This is an optimization exercise on Yosys and OpenROAD, whose aim is a short achievable clock period and few clock cycles, not a production implementation.
Function was checked by simulation only, so behaviour that the tests miss may differ from the original.
No activity file was given, so power comes from the tool's default toggle rates.

==> flow/design.v <==
`default_nettype none
package lc4_pkg;
   typedef logic [16-1:0] word_t;
   typedef logic [3-1:0] rsel_t;
   typedef logic [2:0]             nzp_t;   
   typedef enum logic [3:0] {
      OP_BR    = 4'b0000,
      OP_ARITH = 4'b0001,
      OP_LOGIC = 4'b0101,
      OP_LDR   = 4'b0110,
      OP_STR   = 4'b0111,
      OP_CONST = 4'b1001,
      OP_JMP   = 4'b1100
   } opcode_e;
   typedef enum logic [1:0] {
      STALL_NONE  = 2'd0,
      STALL_FLUSH = 2'd2,   
      STALL_LOAD  = 2'd3    
   } stall_e;
endpackage
`default_nettype wire
`timescale 1ns/100ps
`default_nettype none
module lc4_c_inv   (input wire a, output wire y); assign y = ~a; endmodule
module lc4_c_buf   (input wire a, output wire y); assign y = a; endmodule
module lc4_c_nand2 (input wire a, input wire b, output wire y); assign y = ~(a & b); endmodule
module lc4_c_nor2  (input wire a, input wire b, output wire y); assign y = ~(a | b); endmodule
module lc4_c_xor2  (input wire a, input wire b, output wire y); assign y = a ^ b; endmodule
module lc4_c_aoi21 (input wire a1, input wire a2, input wire b, output wire y);
   assign y = ~((a1 & a2) | b);
endmodule
module lc4_c_oai21 (input wire a1, input wire a2, input wire b, output wire y);
   assign y = ~((a1 | a2) & b);
endmodule
module lc4_c_aoi22 (input wire a1, input wire a2, input wire b1, input wire b2, output wire y);
   assign y = ~((a1 & a2) | (b1 & b2));
endmodule
module lc4_c_mux2  (input wire s, input wire a0, input wire a1, output wire y);
   assign y = s ? a1 : a0;
endmodule
module lc4_ks_carry (
   input  wire [15:0] g,
   input  wire [15:0] t,
   output wire [15:0] c
);
   wire [15:0] g1n, t1n, g2, t2, g3n, t3n;
   genvar k;
   generate
      for (k = 0; k < 16; k++) begin : l1   
         if (k >= 1) begin : f
            lc4_c_aoi21 ug (.a1(t[k]), .a2(g[k-1]), .b(g[k]), .y(g1n[k]));
            lc4_c_nand2 ut (.a(t[k]), .b(t[k-1]), .y(t1n[k]));
         end else begin : p
            lc4_c_inv   ug (.a(g[k]), .y(g1n[k]));
            assign t1n[k] = 1'b1;
         end
      end
      for (k = 0; k < 16; k++) begin : l2   
         if (k >= 2) begin : f
            lc4_c_oai21 ug (.a1(t1n[k]), .a2(g1n[k-2]), .b(g1n[k]), .y(g2[k]));
            lc4_c_nor2  ut (.a(t1n[k]), .b(t1n[k-2]), .y(t2[k]));
         end else begin : p
            lc4_c_inv   ug (.a(g1n[k]), .y(g2[k]));
            assign t2[k] = 1'b0;
         end
      end
      for (k = 0; k < 16; k++) begin : l3   
         if (k >= 4) begin : f
            lc4_c_aoi21 ug (.a1(t2[k]), .a2(g2[k-4]), .b(g2[k]), .y(g3n[k]));
            lc4_c_nand2 ut (.a(t2[k]), .b(t2[k-4]), .y(t3n[k]));
         end else begin : p
            lc4_c_inv   ug (.a(g2[k]), .y(g3n[k]));
            assign t3n[k] = 1'b1;
         end
      end
      for (k = 0; k < 16; k++) begin : l4   
         if (k >= 8) begin : f
            lc4_c_oai21 ug (.a1(t3n[k]), .a2(g3n[k-8]), .b(g3n[k]), .y(c[k]));
         end else begin : p
            lc4_c_inv   ug (.a(g3n[k]), .y(c[k]));
         end
      end
   endgenerate
endmodule
module lc4_c_mux2i (input wire s, input wire a0, input wire a1, output wire y);
   assign y = ~(s ? a1 : a0);
endmodule
module lc4_hold #(parameter int W = 16) (
   input  wire         en,
   input  wire [W-1:0] q,    
   input  wire [W-1:0] d,    
   output wire [W-1:0] y
);
   genvar i;
   generate
      for (i = 0; i < W; i++) begin : bit_g
         lc4_c_mux2 um (.s(en), .a0(q[i]), .a1(d[i]), .y(y[i]));
      end
   endgenerate
endmodule
module lc4_bufv #(parameter int W = 16) (
   input  wire [W-1:0] a,
   output wire [W-1:0] y
);
   genvar i;
   generate
      for (i = 0; i < W; i++) begin : bit_g
         lc4_c_buf ub (.a(a[i]), .y(y[i]));
      end
   endgenerate
endmodule
module lc4_inc16 (
   input  wire [15:0] a,
   output wire [15:0] s
);
   wire [15:0] n1, p2, n3, p4;
   genvar i;
   generate
      for (i = 0; i < 16; i++) begin : bit_g
         if (i >= 1) begin : l1f lc4_c_nand2 u (.a(a[i]), .b(a[i-1]), .y(n1[i])); end
         else        begin : l1p lc4_c_inv   u (.a(a[i]), .y(n1[i])); end
         if (i >= 2) begin : l2f lc4_c_nor2  u (.a(n1[i]), .b(n1[i-2]), .y(p2[i])); end
         else        begin : l2p lc4_c_inv   u (.a(n1[i]), .y(p2[i])); end
         if (i >= 4) begin : l3f lc4_c_nand2 u (.a(p2[i]), .b(p2[i-4]), .y(n3[i])); end
         else        begin : l3p lc4_c_inv   u (.a(p2[i]), .y(n3[i])); end
         if (i >= 8) begin : l4f lc4_c_nor2  u (.a(n3[i]), .b(n3[i-8]), .y(p4[i])); end
         else        begin : l4p lc4_c_inv   u (.a(n3[i]), .y(p4[i])); end
         if (i >= 1) begin : sf  lc4_c_xor2  u (.a(a[i]), .b(p4[i-1]), .y(s[i])); end
         else        begin : sp  lc4_c_inv   u (.a(a[i]), .y(s[i])); end
      end
   endgenerate
endmodule
module lc4_add16 (
   input  wire [15:0] a,
   input  wire [15:0] b,
   output wire [15:0] s
);
   wire [15:0] g, t, x, c;
   genvar i;
   generate
      for (i = 0; i < 16; i++) begin : bit_g
         wire an, bn;
         lc4_c_inv   uia (.a(a[i]), .y(an));
         lc4_c_inv   uib (.a(b[i]), .y(bn));
         lc4_c_nor2  ug (.a(an), .b(bn), .y(g[i]));
         lc4_c_nand2 ut (.a(an), .b(bn), .y(t[i]));
         lc4_c_xor2  ux (.a(a[i]), .b(b[i]), .y(x[i]));
         lc4_c_xor2  us (.a(x[i]), .b(c[i]), .y(s[i]));
      end
   endgenerate
   lc4_ks_carry uc (.g({g[14:0], 1'b0}), .t({t[14:0], 1'b0}), .c(c));
endmodule
module lc4_alu_bit (
   input  wire m,            
   input  wire mb,           
   input  wire a_reg,        
   input  wire b_reg,        
   input  wire sub,          
   input  wire sa_m, sa_r,   
   input  wire sb_m, sb_r,   
   input  wire op_add, op_addxor, op_xor, op_and, op_or,
   input  wire s_nxt,        
   output wire g,            
   output wire t,            
   output wire x,            
   output wire y0n,          
   output wire y1n,          
   output wire z0n,          
   output wire z1n           
);
   wire an, bn, bs, y0, y1;
   lc4_c_aoi22 ua (.a1(sa_m), .a2(m), .b1(sa_r), .b2(a_reg), .y(an));
   lc4_c_xor2  us (.a(b_reg), .b(sub), .y(bs));
   lc4_c_aoi22 ub (.a1(sb_m), .a2(mb), .b1(sb_r), .b2(bs), .y(bn));
   lc4_c_nor2  ug (.a(an), .b(bn), .y(g));
   lc4_c_nand2 ut (.a(an), .b(bn), .y(t));
   lc4_c_xor2  ux (.a(an), .b(bn), .y(x));
   assign y0  = (op_addxor & x) | (op_and & g) | (op_or & t);
   assign y1  = (op_add & ~x) | (op_xor & x) | (op_and & g) | (op_or & t);
   assign y0n = ~y0;
   assign y1n = ~y1;
   assign z0n = ~(y0 ^ s_nxt);
   assign z1n = ~(y1 ^ s_nxt);
endmodule
module lc4_alu (
   input  wire [15:0] i_m,
   input  wire [15:0] i_mb,
   input  wire [15:0] i_a,
   input  wire [15:0] i_b,
   input  wire [15:0] i_sa_m, i_sa_r, i_sb_m, i_sb_r,   
   input  wire [15:0] i_subv,                          
   input  wire        i_sub,
   input  wire        i_op_add, i_op_addxor, i_op_xor, i_op_and, i_op_or,
   input  wire        i_s_nxt,
   output wire [15:0] o_res,
   output wire [15:0] o_resb,
   output wire        o_zero
);
   wire [15:0] g, t, x, y0n, y1n, z0n, z1n, c, e;
   genvar i;
   generate
      for (i = 0; i < 16; i++) begin : bit_g
         lc4_alu_bit ub (
            .m(i_m[i]), .mb(i_mb[i]), .a_reg(i_a[i]), .b_reg(i_b[i]), .sub(i_subv[i]),
            .sa_m(i_sa_m[i]), .sa_r(i_sa_r[i]), .sb_m(i_sb_m[i]), .sb_r(i_sb_r[i]),
            .op_add(i_op_add), .op_addxor(i_op_addxor), .op_xor(i_op_xor),
            .op_and(i_op_and), .op_or(i_op_or), .s_nxt(i_s_nxt),
            .g(g[i]), .t(t[i]), .x(x[i]), .y0n(y0n[i]), .y1n(y1n[i]), .z0n(z0n[i]), .z1n(z1n[i])
         );
         lc4_c_mux2i ur (.s(c[i]), .a0(y0n[i]), .a1(y1n[i]), .y(o_res[i]));
         lc4_c_mux2i uq (.s(c[i]), .a0(z0n[i]), .a1(z1n[i]), .y(o_resb[i]));
         if (i == 0) begin : z0
            assign e[i] = i_op_add ? ~(x[i] ^ i_sub) : y0n[i];
         end else begin : zn
            assign e[i] = i_op_add ? ~(x[i] ^ t[i-1]) : y0n[i];
         end
      end
   endgenerate
   assign o_zero = &e;
   lc4_ks_carry uc (.g({g[14:0], i_sub}), .t({t[14:0], 1'b0}), .c(c));
endmodule
`default_nettype wire
`timescale 1ns/100ps
`default_nettype none
module lc4_pipeline (
   input  wire                 gwe,
   input  wire                 i_arst_n,
   output lc4_pkg::word_t      o_imem_addr,
   input  wire lc4_pkg::word_t i_imem_data,
   output lc4_pkg::word_t      o_dmem_addr,
   output logic                o_dmem_we,
   output lc4_pkg::word_t      o_dmem_wdata,
   input  wire lc4_pkg::word_t i_dmem_rdata,
   output lc4_pkg::stall_e     o_wb_stall,
   output lc4_pkg::word_t      o_wb_pc,
   output lc4_pkg::word_t      o_wb_insn,
   output logic                o_wb_rf_we,
   output lc4_pkg::rsel_t      o_wb_rf_wsel,
   output lc4_pkg::word_t      o_wb_rf_wdata,
   output logic                o_wb_nzp_we,
   output lc4_pkg::nzp_t       o_wb_nzp
);
   localparam int NB = 4;   
   localparam int NS = 4;   
   function automatic logic [2:0] nzp_of(input logic [15:0] v);
      nzp_of = {v[15], v == 16'd0, !v[15] && (v != 16'd0)};
   endfunction
   function automatic logic [7:0] onehot(input logic [2:0] r);
      onehot = 8'd1 << r;
   endfunction
   logic [15:0] pc, pc_o, pc_b;    
   logic [NB-1:0] btb_v;
   logic [15:0]   btb_tag [NB];
   logic [15:0]   btb_tgt [NB];
   logic [1:0]    btb_ptr;
   logic          bw_v;           
   logic [15:0]   bw_pc, bw_tgt;
   logic        d_valid, d_btb, stall_q;
   logic [15:0] d_pc, d_pcp1, d_insn, d_imm_b;
   logic [7:0]  d_rs1h, d_rt1h, d_rd1h;
   logic        d_we, d_use_rs, d_use_rt, d_ldr, d_str, d_br, d_pred, d_sub;
   logic        d_op_add, d_op_addxor, d_op_and, d_op_or, d_op_xor;
   logic        x_valid;
   logic [15:0] x_pc, x_insn, x_a, x_b, x_sd, x_alt;
   logic [NS-1:0] x_sa_m, x_sa_r, x_sb_m, x_sb_r, x_subc;
   logic        x_bps;
   logic        x_we, x_ld, x_st, x_isbr, x_pred;
   logic [2:0]  x_rd, x_mask;
   logic [7:0]  x_rd1h;
   logic        x_sub, x_op_add, x_op_addxor, x_op_and, x_op_or, x_op_xor;
   logic        m_valid, m_st_v;
   logic [15:0] m_pc, m_insn, m_res, m_mb, m_sd, m_addr;
   logic        m_we, m_ld, m_z;
   logic [2:0]  m_rd;
   logic [7:0]  m_rd1h;
   logic        w_valid;
   logic [15:0] w_pc, w_insn, w_val;
   logic        w_we;
   logic [2:0]  w_rd;
   logic [7:0]  w_rd1h;
   logic [15:0] rf [8];
   logic [2:0]  ccw;   
   logic [15:0]   pc_p1;
   logic [NB-1:0] btb_match;
   logic          btb_hit;
   logic [15:0]   btb_target;
   lc4_inc16 u_inc (.a(pc), .s(pc_p1));
   assign o_imem_addr = pc_o;
   always_comb begin
      btb_target = '0;
      for (int i = 0; i < NB; i++) begin
         btb_match[i] = btb_v[i] && (btb_tag[i] == pc_b);
         btb_target = btb_target | (btb_match[i] ? btb_tgt[i] : 16'd0);
      end
      btb_hit = |btb_match;
   end
   logic [15:0] fi;
   logic [3:0]  f_op;
   logic        f_arith, f_arith_ok, f_logic, f_ldr, f_str, f_const, f_br, f_jmp, f_not;
   logic        f_sub, f_we, f_use_rs, f_use_rt, f_triv, f_pred, f_hazard;
   logic [15:0] f_imm_b;
   assign fi         = i_imem_data;
   assign f_op       = fi[15:12];
   assign f_arith    = f_op == 4'b0001;
   assign f_arith_ok = f_arith && (fi[5] || !fi[3]);
   assign f_logic    = f_op == 4'b0101;
   assign f_ldr      = f_op == 4'b0110;
   assign f_str      = f_op == 4'b0111;
   assign f_const    = f_op == 4'b1001;
   assign f_br       = f_op == 4'b0000 && fi[11:9] != 3'b000;
   assign f_jmp      = f_op == 4'b1100 && fi[11];
   assign f_not      = f_logic && !fi[5] && fi[4:3] == 2'b01;
   assign f_sub      = f_arith && !fi[5] && fi[4:3] == 2'b10;
   assign f_we       = f_arith_ok || f_logic || f_ldr || f_const;
   assign f_use_rs   = f_arith_ok || f_logic || f_ldr || f_str;
   assign f_use_rt   = (f_arith_ok || f_logic) && !fi[5] && !f_not;
   assign f_triv     = fi[15] ? (fi[10:0] == 11'd0) : (fi[8:0] == 9'd0);
   assign f_pred     = (f_jmp || (f_br && (fi[8] || fi[11:9] == 3'b111))) && !f_triv;
   assign f_imm_b    = (f_ldr || f_str) ? {{10{fi[5]}}, fi[5:0]} :
                       f_const          ? {{7{fi[8]}}, fi[8:0]} :
                       f_not            ? 16'hFFFF :
                                          {{11{fi[4]}}, fi[4:0]};
   assign f_hazard   = (f_use_rs && fi[8:6] == d_insn[11:9]) ||
                       (f_use_rt && fi[2:0] == d_insn[11:9]) || f_br;
   logic        d_redirect, stall;
   logic [15:0] d_tgt9, d_tgt11, d_tgt;
   assign stall      = stall_q && d_valid;
   assign d_redirect = d_valid && d_pred && !d_btb;
   lc4_add16 u_tgt9  (.a(d_pcp1), .b({{7{d_insn[8]}}, d_insn[8:0]}), .s(d_tgt9));
   lc4_add16 u_tgt11 (.a(d_pcp1), .b({{5{d_insn[10]}}, d_insn[10:0]}), .s(d_tgt11));
   assign d_tgt = d_insn[15] ? d_tgt11 : d_tgt9;
   logic        mh_s, mh_t, mh_d, wh_s, wh_t, wh_d;
   logic        a_ld, a_m, a_w, a_rf, b_ld, b_m, b_w, b_rf, b_im, s_ld, s_m, s_w, s_rf;
   logic [15:0] rf_s, rf_t, rf_d;
   logic [15:0] a_nxt, b_nxt, sd_nxt;
   always_comb begin
      rf_s = '0;
      rf_t = '0;
      rf_d = '0;
      for (int k = 0; k < 8; k++) begin
         rf_s = rf_s | (d_rs1h[k] ? rf[k] : 16'd0);
         rf_t = rf_t | (d_rt1h[k] ? rf[k] : 16'd0);
         rf_d = rf_d | (d_rd1h[k] ? rf[k] : 16'd0);
      end
   end
   assign mh_s = m_valid && m_we && |(d_rs1h & m_rd1h);
   assign mh_t = m_valid && m_we && |(d_rt1h & m_rd1h);
   assign mh_d = m_valid && m_we && |(d_rd1h & m_rd1h);
   assign wh_s = w_valid && w_we && |(d_rs1h & w_rd1h);
   assign wh_t = w_valid && w_we && |(d_rt1h & w_rd1h);
   assign wh_d = w_valid && w_we && |(d_rd1h & w_rd1h);
   assign a_ld = d_use_rs && mh_s && m_ld;
   assign a_m  = d_use_rs && mh_s && !m_ld;
   assign a_w  = d_use_rs && !mh_s && wh_s;
   assign a_rf = d_use_rs && !mh_s && !wh_s;
   assign b_ld = d_use_rt && mh_t && m_ld;
   assign b_m  = d_use_rt && mh_t && !m_ld;
   assign b_w  = d_use_rt && !mh_t && wh_t;
   assign b_rf = d_use_rt && !mh_t && !wh_t;
   assign b_im = !d_use_rt;
   assign s_ld = mh_d && m_ld;
   assign s_m  = mh_d && !m_ld;
   assign s_w  = !mh_d && wh_d;
   assign s_rf = !mh_d && !wh_d;
   assign a_nxt  = ({16{a_ld}} & i_dmem_rdata) | ({16{a_m}} & m_res) |
                   ({16{a_w}} & w_val) | ({16{a_rf}} & rf_s);
   assign b_nxt  = ({16{b_ld}} & i_dmem_rdata) | ({16{b_m}} & m_res) |
                   ({16{b_w}} & w_val) | ({16{b_rf}} & rf_t) | ({16{b_im}} & d_imm_b);
   assign sd_nxt = ({16{s_ld}} & i_dmem_rdata) | ({16{s_m}} & m_res) |
                   ({16{s_w}} & w_val) | ({16{s_rf}} & rf_d);
   logic bpa_nxt, bpb_nxt;
   assign bpa_nxt = d_use_rs && x_valid && x_we && |(d_rs1h & x_rd1h);
   assign bpb_nxt = d_use_rt && x_valid && x_we && |(d_rt1h & x_rd1h);
   logic [NS-1:0] sa_m_nxt, sa_r_nxt, sb_m_nxt, sb_r_nxt, sub_nxt;
   genvar gi;
   generate
      for (gi = 0; gi < NS; gi++) begin : sel
         lc4_c_buf u_sam (.a(bpa_nxt), .y(sa_m_nxt[gi]));
         lc4_c_inv u_sar (.a(bpa_nxt), .y(sa_r_nxt[gi]));
         lc4_c_buf u_sbm (.a(bpb_nxt), .y(sb_m_nxt[gi]));
         lc4_c_inv u_sbr (.a(bpb_nxt), .y(sb_r_nxt[gi]));
         lc4_c_buf u_sub (.a(d_sub),   .y(sub_nxt[gi]));
      end
   endgenerate
   logic [15:0] x_res, x_resb;
   logic [15:0] sa_m16, sa_r16, sb_m16, sb_r16, sub16;
   logic        x_zero;
   logic [2:0]  cc_x, m_nzp_f;
   logic        x_taken, x_mis;
   always_comb begin
      for (int i = 0; i < 16; i++) begin
         sa_m16[i] = x_sa_m[i / (16 / NS)];
         sa_r16[i] = x_sa_r[i / (16 / NS)];
         sb_m16[i] = x_sb_m[i / (16 / NS)];
         sb_r16[i] = x_sb_r[i / (16 / NS)];
         sub16[i]  = x_subc[i / (16 / NS)];
      end
   end
   lc4_alu u_alu (
      .i_m(m_res), .i_mb(m_mb), .i_a(x_a), .i_b(x_b),
      .i_sa_m(sa_m16), .i_sa_r(sa_r16), .i_sb_m(sb_m16), .i_sb_r(sb_r16), .i_subv(sub16),
      .i_sub(x_sub), .i_op_add(x_op_add), .i_op_addxor(x_op_addxor), .i_op_xor(x_op_xor),
      .i_op_and(x_op_and), .i_op_or(x_op_or), .i_s_nxt(d_sub),
      .o_res(x_res), .o_resb(x_resb), .o_zero(x_zero)
   );
   assign m_nzp_f = {m_res[15], m_z, !m_res[15] && !m_z};
   assign cc_x    = (m_valid && m_we) ? m_nzp_f : ccw;
   assign x_taken = |(x_mask & cc_x);
   assign x_mis   = x_valid && x_isbr && (x_taken != x_pred);
   logic        s_hold, s_t9, s_t11, s_btb, s_inc;
   logic [15:0] pc_seq;
   assign s_hold = stall;
   assign s_t9   = !stall && d_redirect && !d_insn[15];
   assign s_t11  = !stall && d_redirect && d_insn[15];
   assign s_btb  = !stall && !d_redirect && btb_hit;
   assign s_inc  = !stall && !d_redirect && !btb_hit;
   assign pc_seq = ({16{s_hold}} & pc) | ({16{s_t9}} & d_tgt9) | ({16{s_t11}} & d_tgt11) |
                   ({16{s_btb}} & btb_target) | ({16{s_inc}} & pc_p1);
   logic [15:0] pc_nxt, pc_nxt_o, pc_nxt_b, x_res_o;
   assign pc_nxt = x_mis ? x_alt : pc_seq;
   lc4_bufv #(16) u_pco (.a(pc_nxt), .y(pc_nxt_o));
   lc4_bufv #(16) u_pcb (.a(pc_nxt), .y(pc_nxt_b));
   lc4_bufv #(16) u_mad (.a(x_res), .y(x_res_o));
   localparam int DW = 4 * 16 + 1 + 3 * 8 + 13;
   logic [DW-1:0] d_cur, d_new, d_nxt;
   assign d_cur = {d_insn, d_pc, d_pcp1, d_btb, d_imm_b, d_rs1h, d_rt1h, d_rd1h, d_we, d_use_rs,
                   d_use_rt, d_ldr, d_str, d_br, d_pred, d_sub, d_op_add, d_op_addxor, d_op_and,
                   d_op_or, d_op_xor};
   assign d_new = {fi, pc, pc_p1, btb_hit, f_imm_b, onehot(fi[8:6]), onehot(fi[2:0]),
                   onehot(fi[11:9]), f_we, f_use_rs, f_use_rt, f_ldr, f_str, f_br && !f_triv,
                   f_pred, f_sub, !f_logic && !f_const,
                   (!f_logic && !f_const) || (f_logic && !fi[5] && fi[3]),
                   f_logic && (fi[5] || fi[4:3] == 2'b00),
                   f_const || (f_logic && !fi[5] && fi[4:3] == 2'b10),
                   f_logic && !fi[5] && fi[3]};
   lc4_hold #(DW) u_dhold (.en(!stall), .q(d_cur), .d(d_new), .y(d_nxt));
   logic [15:0] rf_nxt [8];
   logic [15:0] btb_tag_nxt [NB];
   logic [15:0] btb_tgt_nxt [NB];
   generate
      for (gi = 0; gi < 8; gi++) begin : rfw
         lc4_hold #(16) u_h (.en(w_valid && w_we && w_rd1h[gi]), .q(rf[gi]), .d(w_val),
                             .y(rf_nxt[gi]));
      end
      for (gi = 0; gi < NB; gi++) begin : btbw
         lc4_hold #(16) u_ht (.en(bw_v && btb_ptr == gi), .q(btb_tag[gi]), .d(bw_pc),
                              .y(btb_tag_nxt[gi]));
         lc4_hold #(16) u_hg (.en(bw_v && btb_ptr == gi), .q(btb_tgt[gi]), .d(bw_tgt),
                              .y(btb_tgt_nxt[gi]));
      end
   endgenerate
   always_ff @(posedge gwe or negedge i_arst_n) begin
      if (!i_arst_n) begin
         pc      <= 16'h8200;
         d_valid <= 1'b0;
         stall_q <= 1'b0;
         x_valid <= 1'b0;
         m_valid <= 1'b0;
         m_st_v  <= 1'b0;
         w_valid <= 1'b0;
         btb_v   <= '0;
         btb_ptr <= '0;
         bw_v    <= 1'b0;
         ccw     <= 3'b000;
         for (int k = 0; k < 8; k++) rf[k] <= '0;
         pc_o    <= 16'h8200;
         pc_b    <= 16'h8200;
         o_wb_stall  <= lc4_pkg::STALL_FLUSH;
         o_wb_rf_we  <= 1'b0;
         o_wb_nzp_we <= 1'b0;
      end else begin
         pc   <= pc_nxt;
         pc_o <= pc_nxt_o;
         pc_b <= pc_nxt_b;
         if (x_mis) begin
            d_valid <= 1'b0;
         end else if (!stall) begin
            d_valid <= !d_redirect;
         end
         stall_q <= !stall && d_valid && d_ldr && f_hazard;
         x_valid <= d_valid && !stall && !x_mis;
         m_valid <= x_valid;
         m_st_v  <= x_valid && x_st;
         w_valid <= m_valid;
         bw_v    <= d_redirect && !stall;
         if (bw_v) begin
            btb_v[btb_ptr] <= 1'b1;
            btb_ptr        <= btb_ptr + 2'd1;
         end
         for (int k = 0; k < 8; k++) rf[k] <= rf_nxt[k];
         if (m_valid && m_we) ccw <= m_ld ? nzp_of(i_dmem_rdata) : m_nzp_f;
         o_wb_stall  <= w_valid ? lc4_pkg::STALL_NONE : lc4_pkg::STALL_FLUSH;
         o_wb_rf_we  <= w_valid && w_we;
         o_wb_nzp_we <= w_valid && w_we;
      end
   end
   always_ff @(posedge gwe) begin
      bw_pc  <= d_pc;
      bw_tgt <= d_tgt;
      for (int e = 0; e < NB; e++) begin
         btb_tag[e] <= btb_tag_nxt[e];
         btb_tgt[e] <= btb_tgt_nxt[e];
      end
      {d_insn, d_pc, d_pcp1, d_btb, d_imm_b, d_rs1h, d_rt1h, d_rd1h, d_we, d_use_rs,
       d_use_rt, d_ldr, d_str, d_br, d_pred, d_sub, d_op_add, d_op_addxor, d_op_and,
       d_op_or, d_op_xor} <= d_nxt;
      x_pc     <= d_pc;
      x_insn   <= d_insn;
      x_a      <= a_nxt;
      x_b      <= b_nxt;
      x_sd     <= sd_nxt;
      x_sa_m   <= sa_m_nxt;
      x_sa_r   <= sa_r_nxt;
      x_sb_m   <= sb_m_nxt;
      x_sb_r   <= sb_r_nxt;
      x_subc   <= sub_nxt;
      x_bps    <= d_str && x_valid && x_we && |(d_rd1h & x_rd1h);
      x_alt    <= ({16{d_pred}} & d_pcp1) | ({16{!d_pred && d_insn[15]}} & d_tgt11) |
                  ({16{!d_pred && !d_insn[15]}} & d_tgt9);
      x_we     <= d_we;
      x_ld     <= d_ldr;
      x_st     <= d_str;
      x_isbr   <= d_br;
      x_pred   <= d_pred;
      x_rd     <= d_insn[11:9];
      x_rd1h   <= d_rd1h;
      x_mask   <= d_insn[11:9];
      x_sub    <= d_sub;
      x_op_add    <= d_op_add;
      x_op_addxor <= d_op_addxor;
      x_op_and    <= d_op_and;
      x_op_or     <= d_op_or;
      x_op_xor    <= d_op_xor;
      m_pc   <= x_pc;
      m_insn <= x_insn;
      m_res  <= x_res;
      m_addr <= x_res_o;
      m_mb   <= x_resb;
      m_z    <= x_zero;
      m_sd   <= x_bps ? (m_ld ? i_dmem_rdata : m_res) : x_sd;
      m_we   <= x_we;
      m_ld   <= x_ld;
      m_rd   <= x_rd;
      m_rd1h <= x_rd1h;
      w_pc   <= m_pc;
      w_insn <= m_insn;
      w_val  <= m_ld ? i_dmem_rdata : m_res;
      w_we   <= m_we;
      w_rd   <= m_rd;
      w_rd1h <= m_rd1h;
      o_wb_pc       <= w_pc;
      o_wb_insn     <= w_insn;
      o_wb_rf_wsel  <= w_rd;
      o_wb_rf_wdata <= w_val;
      o_wb_nzp      <= nzp_of(w_val);
   end
   assign o_dmem_addr  = m_addr;
   assign o_dmem_we    = m_st_v;
   assign o_dmem_wdata = m_sd;
endmodule
`default_nettype wire
==> flow/run.sh <==
#!/bin/bash
# synth_recipe.tcl (not shown) runs the flow's synth.tcl, then flattens the netlist and writes it again
# the make line also repeats each setting of config.mk as NAME=value (left out here)
make -C /OpenROAD-flow-scripts/flow DESIGN_CONFIG=/design/flow/config.mk WORK_HOME=/design/flow/orfs CLKGATE_MAP_FILE= SYNTH_SCRIPT=/design/flow/synth_recipe.tcl finish
==> flow/config.mk <==
export PLATFORM = sky130hd
export DESIGN_NAME = lc4_pipeline
export DESIGN_NICKNAME = lc4_pipeline
export VERILOG_FILES = /design/flow/design.v
export SDC_FILE = /design/flow/constraint.sdc
export NUM_CORES = 4
export LEC_CHECK = 0
export CAP_MARGIN = 20
export CORE_MARGIN = 2
export CORE_UTILIZATION = 40
export SETUP_SLACK_MARGIN = 3.0
export SLEW_MARGIN = 20
export SYNTH_HIERARCHICAL = 1
export SYNTH_MINIMUM_KEEP_SIZE = 0
==> flow/constraint.sdc <==
create_clock -name core_clock -period 5.0 [get_ports {gwe}]
set_input_delay 1.0000 -clock core_clock [delete_from_list [all_inputs] [get_ports {gwe}]]
set_output_delay 1.0000 -clock core_clock [all_outputs]
set_load 0.01 [all_outputs]
==> reports/metrics.yaml, run 1 <==
status:
  outcome: "no timing/DRC/antenna violations"
job:
  max_cap_violations: 0
timing:
  finClkSkew_ns: 0.0483
  worst_slew_pin_slew_ns: 1.32
  holdWs_ns: 0.323
  rsz0062_at_grt: "true"
  period_minus_slack_ns: 2.38
  final_hold_viol_count: 0
  maxSlewViolCount: 0
  finalSetupViolations: 0
  layout_setup_ws_ns: 2.62
  fin_crit_sh_pct: 47.6
  clock.fmax_ghz: 0.420
  relSlewSlack_pct: 12.1
  setup_tns_ns: 0
finish:
  final_common_cell: "dfxtp_1"
  regMostFlops: "rf"
  final_core_util_pct: 49.5
  layout-drive-gt1-share_pct: 40.4
  syn2layout_area_growth_pct: 23.1
  reg_top3: "rf: 128 flops, btb_tag: 64 flops, btb_tgt: 64 flops"
  nNetsFinal: 3305
  largest_reg_flops: 128
  mostFrequentLayoutCells: "dfxtp_1, mux2_4, a22oi_1, dfrtp_1, xor2_1"
  fill_cells: 7697
placed_design:
  dp_slack_ns: 1.59
  io_buffers: 139
  hpwl_mm: 66.0
  place_congestion: 0.864
setup_path:
  path_cells: "xor2_2 > nor4_2 > nand3_1 > nor3_2 > buf_6 > or4_4 > nor2_4 > a211o_1"
  ff2ff_path_depth: 8
  r2r_setup_slack_ns: 2.62
  critPathCapture: "pc_o[11]$_DFF_PN0_"
  worst-setup-path-type: "reg2reg"
  cp.depth: 8
  critPathRequiredTime_ns: 5.57
  path_delay_family: "simple AND/OR/NAND/NOR gates"
  critPathBufInv: 1
  reg2reg_to: "pc_o[11]$_DFF_PN0_"
  slowest_stage: "dfstp_2"
  cpPeakStageDelay_ns: 0.62
  crit_path_start: "pc_b[15]$_DFF_PN1_"
  end_kind: "flop"
  crit-reg2reg-launch: "pc_b[15]$_DFF_PN1_"
  crit_fanout: 8
  start_kind: "flop"
  cp.arrival_ns: 2.95
logic_synthesis:
  synth_area_mm2: 0.0348
  netlist_instances: 3056
  syn_area_per_cell_um2: 11.4
  yosys_warnings: 16
route:
  vias_per_cell: 5.43
  routedWlPerCell_um: 22.6
  vias: 24400
  firstDrtPassIters: 7
  drt_iter0_markers: 2058
  ant_nets: 0
  finalWirelength_mm: 102
  drc: 0
floorplan:
  die_w_um: 299
  dieHeight_um: 299
  initial_utilization_pct: 40.2
  num_io_pins: 141
  row_count: 108
  core_region_area_mm2: 0.0865
  die_area_mm2: 0.0893
global_routing:
  gr-total-overflow: 0
  antenna_found_initial: 8
  grt_max_degree: 95
  grt_pass1_wl_mm: 153
  grt_pass1_vias: 24400
  grt_usage_pct: 22.1
power:
  leakagePower_uw: 0.0179
  ir_worst_vdd_mv: 0.293
  power_density_mw_per_mm2: 565
clock_tree:
  hold_buffers: 0
  numCtsBuffers: 82
  cts_tree: "yes"
  cts.clk_slew.worst_paths_ns: 0.07
  root_buffer: "clkbuf_16"
  cts_max_level: 3
  clockBufferDepth: 3
  clock_latency_ns: 0.65
  cts_sinks: 790
min_path:
  hold_path.class: "reg2reg"
## final cells by class
cell class                 instances  area (um^2)  share of cell area, %
antenna                            1         2.50                0.00585
timing repair buffer             285         2500                   5.84
clock buffer                     110         2290                   5.35
tap                             1155         1450                   3.38
multi-input combinational       1952        18400                   42.9
sequential                       790        17000                   39.6
clock inverter                    42          611                   1.43
inverter                         152          612                   1.43
## worst min path at each step
stage / end / cells after the start / startpoint / slack [ns]
finish: m_insn[14]$_DFF_P_ / 0 / x_insn[14]$_DFF_P_ / 0.32
global placement: o_wb_pc[15]$_DFF_P_ / 0 / w_pc[15]$_DFF_P_ / 0.31
global route: o_wb_rf_wsel[1]$_DFF_P_ / 0 / w_rd[1]$_DFF_P_ / 0.33
floorplan: m_insn[0]$_DFF_P_ / 0 / x_insn[0]$_DFF_P_ / 0.31
detailed placement: o_wb_insn[12]$_DFF_P_ / 0 / w_insn[12]$_DFF_P_ / 0.31
CTS: x_op_and$_DFF_P_ / 0 / d_op_and$_DFF_P_ / 0.32
## where the power goes
part / internal (uW) / leakage, uW / switching (uW)
sequential: 8420 / 0.00739 / 2030
clock: 3800 / 0.00140 / 2690
combinational: 3710 / 0.00914 / 3520
total: 15900 / 0.0179 / 8250
## through the flow
| stage | instances | total power [uW] | cell area [um^2] |
|---|---|---|---|
| final | 4487 | 24200 | 42800 |
| after global routing | 4486 | 25300 | 42800 |
| after CTS | 4449 | 23700 | 41400 |
| after detailed placement | 4236 | 16900 | 37500 |
| after global placement | 4236 | 16800 | 37500 |
| after floorplan | 3058 | 14700 | 35100 |
## metal layers
| layer | vias up | wire [um] | share of wire, % | global-route usage [%] |
|---|---|---|---|---|
| met4 | 10 | 3160 | 3.1 | 7.29 |
| met5 | - | 57 | 0.056 | 0 |
| met3 | 272 | 7430 | 7.3 | 5.00 |
| li1 | 11300 | - | - | - |
| met2 | 951 | 45500 | 45 | 34.6 |
| met1 | 11900 | 45500 | 45 | 30.2 |
## what timing repair did
| item | in CTS | in global routing |
|---|---|---|
| setup endpoints to repair | 408 | 400 |
| cloned | 3 | 0 |
| setup buffers | 58 | 37 |
| resized for setup | 758 | 255 |
| pin swaps | 76 | 72 |
Testbench counts, summed over its fixed seeds: cycles 10,031.
==> run 2: changes to the inputs <==
--- a/flow/design.v
+++ b/flow/design.v
@@ -135,2 +135,3 @@
    input  wire [15:0] b,
+   input  wire        ci,
    output wire [15:0] s
@@ -150,3 +151,3 @@
    endgenerate
-   lc4_ks_carry uc (.g({g[14:0], 1'b0}), .t({t[14:0], 1'b0}), .c(c));
+   lc4_ks_carry uc (.g({g[14:0], ci}), .t({t[14:0], 1'b0}), .c(c));
 endmodule
@@ -242,3 +243,2 @@
 );
-   localparam int NB = 4;   
    localparam int NS = 4;   
@@ -250,11 +250,5 @@
    endfunction
-   logic [15:0] pc, pc_o, pc_b;    
-   logic [NB-1:0] btb_v;
-   logic [15:0]   btb_tag [NB];
-   logic [15:0]   btb_tgt [NB];
-   logic [1:0]    btb_ptr;
-   logic          bw_v;           
-   logic [15:0]   bw_pc, bw_tgt;
-   logic        d_valid, d_btb, stall_q;
-   logic [15:0] d_pc, d_pcp1, d_insn, d_imm_b;
+   logic [15:0] pc, pc_o, pc_p1;   
+   logic        d_valid, stall_q;
+   logic [15:0] d_pc, d_pcp1, d_pcp2, d_tgt, d_tgtp1, d_insn, d_imm_b;
    logic [7:0]  d_rs1h, d_rt1h, d_rd1h;
@@ -263,3 +257,3 @@
    logic        x_valid;
-   logic [15:0] x_pc, x_insn, x_a, x_b, x_sd, x_alt;
+   logic [15:0] x_pc, x_insn, x_a, x_b, x_sd, x_alt, x_altp1;
    logic [NS-1:0] x_sa_m, x_sa_r, x_sb_m, x_sb_r, x_subc;
@@ -282,16 +276,3 @@
    logic [2:0]  ccw;   
-   logic [15:0]   pc_p1;
-   logic [NB-1:0] btb_match;
-   logic          btb_hit;
-   logic [15:0]   btb_target;
-   lc4_inc16 u_inc (.a(pc), .s(pc_p1));
    assign o_imem_addr = pc_o;
-   always_comb begin
-      btb_target = '0;
-      for (int i = 0; i < NB; i++) begin
-         btb_match[i] = btb_v[i] && (btb_tag[i] == pc_b);
-         btb_target = btb_target | (btb_match[i] ? btb_tgt[i] : 16'd0);
-      end
-      btb_hit = |btb_match;
-   end
    logic [15:0] fi;
@@ -300,3 +281,4 @@
    logic        f_sub, f_we, f_use_rs, f_use_rt, f_triv, f_pred, f_hazard;
-   logic [15:0] f_imm_b;
+   logic [15:0] f_imm_b, f_off9, f_off11;
+   logic [15:0] f_tgt9, f_tgt11, f_tgt9p1, f_tgt11p1, f_tgt, f_tgtp1, pc_p2;
    assign fi         = i_imem_data;
@@ -324,9 +306,13 @@
                        (f_use_rt && fi[2:0] == d_insn[11:9]) || f_br;
-   logic        d_redirect, stall;
-   logic [15:0] d_tgt9, d_tgt11, d_tgt;
-   assign stall      = stall_q && d_valid;
-   assign d_redirect = d_valid && d_pred && !d_btb;
-   lc4_add16 u_tgt9  (.a(d_pcp1), .b({{7{d_insn[8]}}, d_insn[8:0]}), .s(d_tgt9));
-   lc4_add16 u_tgt11 (.a(d_pcp1), .b({{5{d_insn[10]}}, d_insn[10:0]}), .s(d_tgt11));
-   assign d_tgt = d_insn[15] ? d_tgt11 : d_tgt9;
+   assign f_off9  = {{7{fi[8]}}, fi[8:0]};
+   assign f_off11 = {{5{fi[10]}}, fi[10:0]};
+   lc4_add16 u_t9   (.a(pc_p1), .b(f_off9),  .ci(1'b0), .s(f_tgt9));
+   lc4_add16 u_t11  (.a(pc_p1), .b(f_off11), .ci(1'b0), .s(f_tgt11));
+   lc4_add16 u_t9p  (.a(pc_p1), .b(f_off9),  .ci(1'b1), .s(f_tgt9p1));
+   lc4_add16 u_t11p (.a(pc_p1), .b(f_off11), .ci(1'b1), .s(f_tgt11p1));
+   lc4_inc16 u_inc  (.a(pc_p1), .s(pc_p2));
+   assign f_tgt   = fi[15] ? f_tgt11 : f_tgt9;
+   assign f_tgtp1 = fi[15] ? f_tgt11p1 : f_tgt9p1;
+   logic stall;
+   assign stall = stall_q && d_valid;
    logic        mh_s, mh_t, mh_d, wh_s, wh_t, wh_d;
@@ -409,24 +395,22 @@
    assign x_mis   = x_valid && x_isbr && (x_taken != x_pred);
-   logic        s_hold, s_t9, s_t11, s_btb, s_inc;
-   logic [15:0] pc_seq;
-   assign s_hold = stall;
-   assign s_t9   = !stall && d_redirect && !d_insn[15];
-   assign s_t11  = !stall && d_redirect && d_insn[15];
-   assign s_btb  = !stall && !d_redirect && btb_hit;
-   assign s_inc  = !stall && !d_redirect && !btb_hit;
-   assign pc_seq = ({16{s_hold}} & pc) | ({16{s_t9}} & d_tgt9) | ({16{s_t11}} & d_tgt11) |
-                   ({16{s_btb}} & btb_target) | ({16{s_inc}} & pc_p1);
-   logic [15:0] pc_nxt, pc_nxt_o, pc_nxt_b, x_res_o;
-   assign pc_nxt = x_mis ? x_alt : pc_seq;
+   logic        s_alt, s_hold, s_tgt, s_seq;
+   logic [15:0] pc_nxt, pc_nxt_o, pcp1_nxt, x_res_o;
+   assign s_alt  = x_mis;
+   assign s_hold = !x_mis && stall;
+   assign s_tgt  = !x_mis && !stall && f_pred;
+   assign s_seq  = !x_mis && !stall && !f_pred;
+   assign pc_nxt   = ({16{s_alt}} & x_alt) | ({16{s_hold}} & pc) |
+                     ({16{s_tgt}} & f_tgt) | ({16{s_seq}} & pc_p1);
+   assign pcp1_nxt = ({16{s_alt}} & x_altp1) | ({16{s_hold}} & pc_p1) |
+                     ({16{s_tgt}} & f_tgtp1) | ({16{s_seq}} & pc_p2);
    lc4_bufv #(16) u_pco (.a(pc_nxt), .y(pc_nxt_o));
-   lc4_bufv #(16) u_pcb (.a(pc_nxt), .y(pc_nxt_b));
    lc4_bufv #(16) u_mad (.a(x_res), .y(x_res_o));
-   localparam int DW = 4 * 16 + 1 + 3 * 8 + 13;
+   localparam int DW = 7 * 16 + 3 * 8 + 13;
    logic [DW-1:0] d_cur, d_new, d_nxt;
-   assign d_cur = {d_insn, d_pc, d_pcp1, d_btb, d_imm_b, d_rs1h, d_rt1h, d_rd1h, d_we, d_use_rs,
-                   d_use_rt, d_ldr, d_str, d_br, d_pred, d_sub, d_op_add, d_op_addxor, d_op_and,
-                   d_op_or, d_op_xor};
-   assign d_new = {fi, pc, pc_p1, btb_hit, f_imm_b, onehot(fi[8:6]), onehot(fi[2:0]),
-                   onehot(fi[11:9]), f_we, f_use_rs, f_use_rt, f_ldr, f_str, f_br && !f_triv,
-                   f_pred, f_sub, !f_logic && !f_const,
+   assign d_cur = {d_insn, d_pc, d_pcp1, d_pcp2, d_tgt, d_tgtp1, d_imm_b, d_rs1h, d_rt1h,
+                   d_rd1h, d_we, d_use_rs, d_use_rt, d_ldr, d_str, d_br, d_pred, d_sub,
+                   d_op_add, d_op_addxor, d_op_and, d_op_or, d_op_xor};
+   assign d_new = {fi, pc, pc_p1, pc_p2, f_tgt, f_tgtp1, f_imm_b, onehot(fi[8:6]),
+                   onehot(fi[2:0]), onehot(fi[11:9]), f_we, f_use_rs, f_use_rt, f_ldr,
+                   f_str, f_br && !f_triv, f_pred, f_sub, !f_logic && !f_const,
                    (!f_logic && !f_const) || (f_logic && !fi[5] && fi[3]),
@@ -437,4 +421,2 @@
    logic [15:0] rf_nxt [8];
-   logic [15:0] btb_tag_nxt [NB];
-   logic [15:0] btb_tgt_nxt [NB];
    generate
@@ -444,8 +426,2 @@
       end
-      for (gi = 0; gi < NB; gi++) begin : btbw
-         lc4_hold #(16) u_ht (.en(bw_v && btb_ptr == gi), .q(btb_tag[gi]), .d(bw_pc),
-                              .y(btb_tag_nxt[gi]));
-         lc4_hold #(16) u_hg (.en(bw_v && btb_ptr == gi), .q(btb_tgt[gi]), .d(bw_tgt),
-                              .y(btb_tgt_nxt[gi]));
-      end
    endgenerate
@@ -454,2 +430,4 @@
          pc      <= 16'h8200;
+         pc_o    <= 16'h8200;
+         pc_p1   <= 16'h8200 + 16'd1;
          d_valid <= 1'b0;
@@ -460,9 +438,4 @@
          w_valid <= 1'b0;
-         btb_v   <= '0;
-         btb_ptr <= '0;
-         bw_v    <= 1'b0;
          ccw     <= 3'b000;
          for (int k = 0; k < 8; k++) rf[k] <= '0;
-         pc_o    <= 16'h8200;
-         pc_b    <= 16'h8200;
          o_wb_stall  <= lc4_pkg::STALL_FLUSH;
@@ -471,5 +444,5 @@
       end else begin
-         pc   <= pc_nxt;
-         pc_o <= pc_nxt_o;
-         pc_b <= pc_nxt_b;
+         pc    <= pc_nxt;
+         pc_o  <= pc_nxt_o;
+         pc_p1 <= pcp1_nxt;
          if (x_mis) begin
@@ -477,3 +450,3 @@
          end else if (!stall) begin
-            d_valid <= !d_redirect;
+            d_valid <= 1'b1;
          end
@@ -484,7 +457,2 @@
          w_valid <= m_valid;
-         bw_v    <= d_redirect && !stall;
-         if (bw_v) begin
-            btb_v[btb_ptr] <= 1'b1;
-            btb_ptr        <= btb_ptr + 2'd1;
-         end
          for (int k = 0; k < 8; k++) rf[k] <= rf_nxt[k];
@@ -497,11 +465,5 @@
    always_ff @(posedge gwe) begin
-      bw_pc  <= d_pc;
-      bw_tgt <= d_tgt;
-      for (int e = 0; e < NB; e++) begin
-         btb_tag[e] <= btb_tag_nxt[e];
-         btb_tgt[e] <= btb_tgt_nxt[e];
-      end
-      {d_insn, d_pc, d_pcp1, d_btb, d_imm_b, d_rs1h, d_rt1h, d_rd1h, d_we, d_use_rs,
-       d_use_rt, d_ldr, d_str, d_br, d_pred, d_sub, d_op_add, d_op_addxor, d_op_and,
-       d_op_or, d_op_xor} <= d_nxt;
+      {d_insn, d_pc, d_pcp1, d_pcp2, d_tgt, d_tgtp1, d_imm_b, d_rs1h, d_rt1h, d_rd1h, d_we,
+       d_use_rs, d_use_rt, d_ldr, d_str, d_br, d_pred, d_sub, d_op_add, d_op_addxor,
+       d_op_and, d_op_or, d_op_xor} <= d_nxt;
       x_pc     <= d_pc;
@@ -517,4 +479,4 @@
       x_bps    <= d_str && x_valid && x_we && |(d_rd1h & x_rd1h);
-      x_alt    <= ({16{d_pred}} & d_pcp1) | ({16{!d_pred && d_insn[15]}} & d_tgt11) |
-                  ({16{!d_pred && !d_insn[15]}} & d_tgt9);
+      x_alt    <= d_pred ? d_pcp1 : d_tgt;
+      x_altp1  <= d_pred ? d_pcp2 : d_tgtp1;
       x_we     <= d_we;
==> reports/metrics.yaml, run 2 <==
finish:
  syn2layout_area_growth_pct: 33.2
  seq_area_mm2: 0.0151  # -11%
  diodes: 0  # -1
  mostFrequentLayoutCells: "dfxtp_1, mux2_4, xor2_1, buf_4, nand2_1"
  instances_no_fill: 4655  # +3.7%
  fill_cells: 7100  # -7.8%
  largest_reg_flops: 128  # unchanged
  layout-drive-gt1-share_pct: 48.7  # +8.3 points
  final_common_cell: "dfxtp_1"
  nNetsFinal: 3546  # +7.3%
  regMostFlops: "rf"
  multi_input_comb_area_mm2: 0.0199  # +8.4%
setup_path:
  slowest_stage: "dfstp_2"
  worst-setup-path-type: "reg2out"
  path_cells: "buf_6"
  crit-reg2reg-launch: "pc_p1[0]$_DFF_PN1_"
  path_delay_family: "flip-flops"
  critPathBufInv: 1  # unchanged
  reg2reg_to: "pc_p1[14]$_DFF_PN0_"
  crit_path_start: "pc_o[15]$_DFF_PN1_"
  ff2ff_path_depth: 11  # +3
  end_kind: "primary output"
  crit_fanout: 1  # -7
  critPathRequiredTime_ns: 4.00  # -1.57 ns
  start_kind: "flop"
  cpPeakStageDelay_ns: 0.57  # -0.05 ns
  r2r_setup_slack_ns: 2.69  # +0.07 ns
  cp.arrival_ns: 1.33  # -1.62 ns
placed_design:
  place_congestion: 0.920  # +6.4%
  hpwl_mm: 67.6  # +2.4%
  dp.cells: 4311  # +1.8%
  io_buffers: 139  # unchanged
route:
  firstDrtPassIters: 7  # unchanged
  vias: 26400  # +8.3%
  vias_per_cell: 5.67  # +4.4%
  ant_nets: 0  # unchanged
  finalWirelength_mm: 113  # +11%
  drc: 0  # unchanged
  drt_iter0_markers: 2563  # +25%
  routedWlPerCell_um: 24.2  # +6.9%
min_path:
  hold_path.class: "reg2reg"
  whs_path_depth: 0  # unchanged
  hold_start: "m_pc[10]$_DFF_P_"
  hold_end: "w_pc[10]$_DFF_P_"
timing:
  worst_slew_pin_slew_ns: 1.14  # -0.172 ns
  maxSlewViolCount: 0  # unchanged
  finClkSkew_ns: 0.0333  # -0.0150 ns
  relSlewSlack_pct: 23.8  # +12 points
  clock.fmax_ghz: 0.429  # +2.2%
  rsz0062_at_grt: "true"
  finalSetupViolations: 0  # unchanged
  fin_crit_sh_pct: 46.6  # -1.0 points
  final_hold_viol_count: 0  # unchanged
  period_minus_slack_ns: 2.33  # -0.0507 ns
  setup_tns_ns: 0  # unchanged
clock_tree:
  cts_tree: "yes"
  root_buffer: "clkbuf_16"
  cts_sinks: 702  # -11%
  numCtsBuffers: 78  # -4.9%
  cts_max_level: 3  # unchanged
  cts.clk_slew.worst_paths_ns: 0.06  # about the same
  clock_latency_ns: 0.66  # about the same
  clockBufferDepth: 3  # unchanged
job:
  max_cap_violations: 0  # unchanged
global_routing:
  grt_pass1_wl_mm: 163  # +6.9%
  antenna_found_initial: 3  # -5
  grt_max_degree: 105  # +11%
  grt_usage_pct: 25.0  # +2.9 points
  grt_pass1_vias: 26000  # +6.7%
  gr-total-overflow: 0  # unchanged
floorplan:
  die_area_mm2: 0.0860  # -3.6%
  core_region_area_mm2: 0.0833  # -3.7%
  initial_utilization_pct: 40.2  # about the same
  dieHeight_um: 293  # -1.8%
  row_count: 106  # -1.9%
  die_w_um: 293  # -1.8%
  num_io_pins: 141  # unchanged
logic_synthesis:
  synth_area_mm2: 0.0335  # -3.7%
  yosys_warnings: 10  # -6
  syn_area_per_cell_um2: 10.6  # -7.0%
  netlist_instances: 3165  # +3.6%
power:
  leakagePower_uw: 0.0188  # +4.8%
  power_density_mw_per_mm2: 557  # -1.5%
  ir_worst_vdd_mv: 0.412  # +41%
  finalPower_uw: 24800  # +2.7%
status:
  outcome: "no timing/DRC/antenna violations"
==> run 2: metrics by stage <==
| step | util (%) | area, um^2 | hold WS, ns | setup WS [ns] |
|---|---|---|---|---|
| after global placement | 43.7 | 36400 | 0.310 | 1.08 |
| after global routing | 53.5 | 44600 | 0.322 | 2.63 |
| after CTS | 50.9 | 42400 | 0.321 | 2.62 |
| after detailed placement | 43.7 | 36400 | 0.312 | 1.08 |
| after floorplan | - | 34000 | 0.310 | 0.360 |
| final | 53.5 | 44600 | 0.314 | 2.67 |
==> run 2: what timing repair did <==
action	in CTS	in global routing
setup endpoints to repair	388	365
setup buffers	110	76
hold buffers	0	0
cloned	13	2
resized for setup	1195	341
pin swaps	149	146
==> run 2: worst max path at each step <==
stage | endpoint | slack, ns | cells past startpoint
global placement | d_imm_b[14]$_DFF_P_ | 1.08 | 9
CTS | o_imem_addr[15] | 2.62 | 1
floorplan | d_br$_DFF_P_ | 0.36 | 5
detailed placement | d_imm_b[8]$_DFF_P_ | 1.08 | 9
global route | pc_o[15]$_DFF_PN1_ | 2.63 | 10
finish | o_imem_addr[15] | 2.67 | 1
==> run 2: routing by layer <==
metal | GRT usage [%] | vias to the layer above | routed length [um]
li1 | - | 11800 | -
met1 | 31.4 | 13000 | 45200
met2 | 40.4 | 1197 | 52500
met3 | 5.64 | 375 | 8560
met4 | 12.6 | 4 | 6390
met5 | 0.113 | - | 27
==> run 2: cell type report <==
| cell class | instances | area share (%) |
|---|---|---|
| clock buffer | 105 | 4.90 |
| clock inverter | 38 | 1.24 |
| inverter | 255 | 2.73 |
| multi-input combinational | 2061 | 44.6 |
| sequential | 702 | 33.9 |
| tap | 1080 | 3.03 |
| timing repair buffer | 414 | 9.54 |
==> run 2: power breakdown <==
group / internal, uW / switching, uW
sequential: 7420 / 1460
combinational: 4770 / 5030
clock: 3670 / 2470
Testbench counts of run 2, summed over its fixed seeds: cycles 9,766.

-- re-timing with driven ports --
The flow's constraints put no driver on any port. The routed layouts listed below were extracted and timed again, unchanged, in two steps.
Step 1, drivers: a clkbuf_16 drives gwe and a buf_2 each remaining input, both assumed.
Step 2, shift: input delay + t, output delay - t, t = (earliest + latest rising clock arrival at the registers) / 2. This alone moves slack from input paths to output paths.
Three values: ideal ports, drivers, drivers and shift; two values: the first two.
| run | t, ns | setup WS [ns] | hold WS [ns] | pins driven straight from the clock port |
|---|---|---|---|---|
| run 1 | 0.697 | 2.618 / 2.618 / 2.356 | 0.323 / 0.323 / 0.323 | 1 |
| run 2 | 0.708 | 2.669 / 2.602 / 2.017 | 0.314 / 0.314 / 0.314 | 1 |
After both steps setup and hold are still met in every run listed. The setup slack of run 2, which loses most, moves by -0.067 ns with the drivers and by -0.652 ns with both steps.
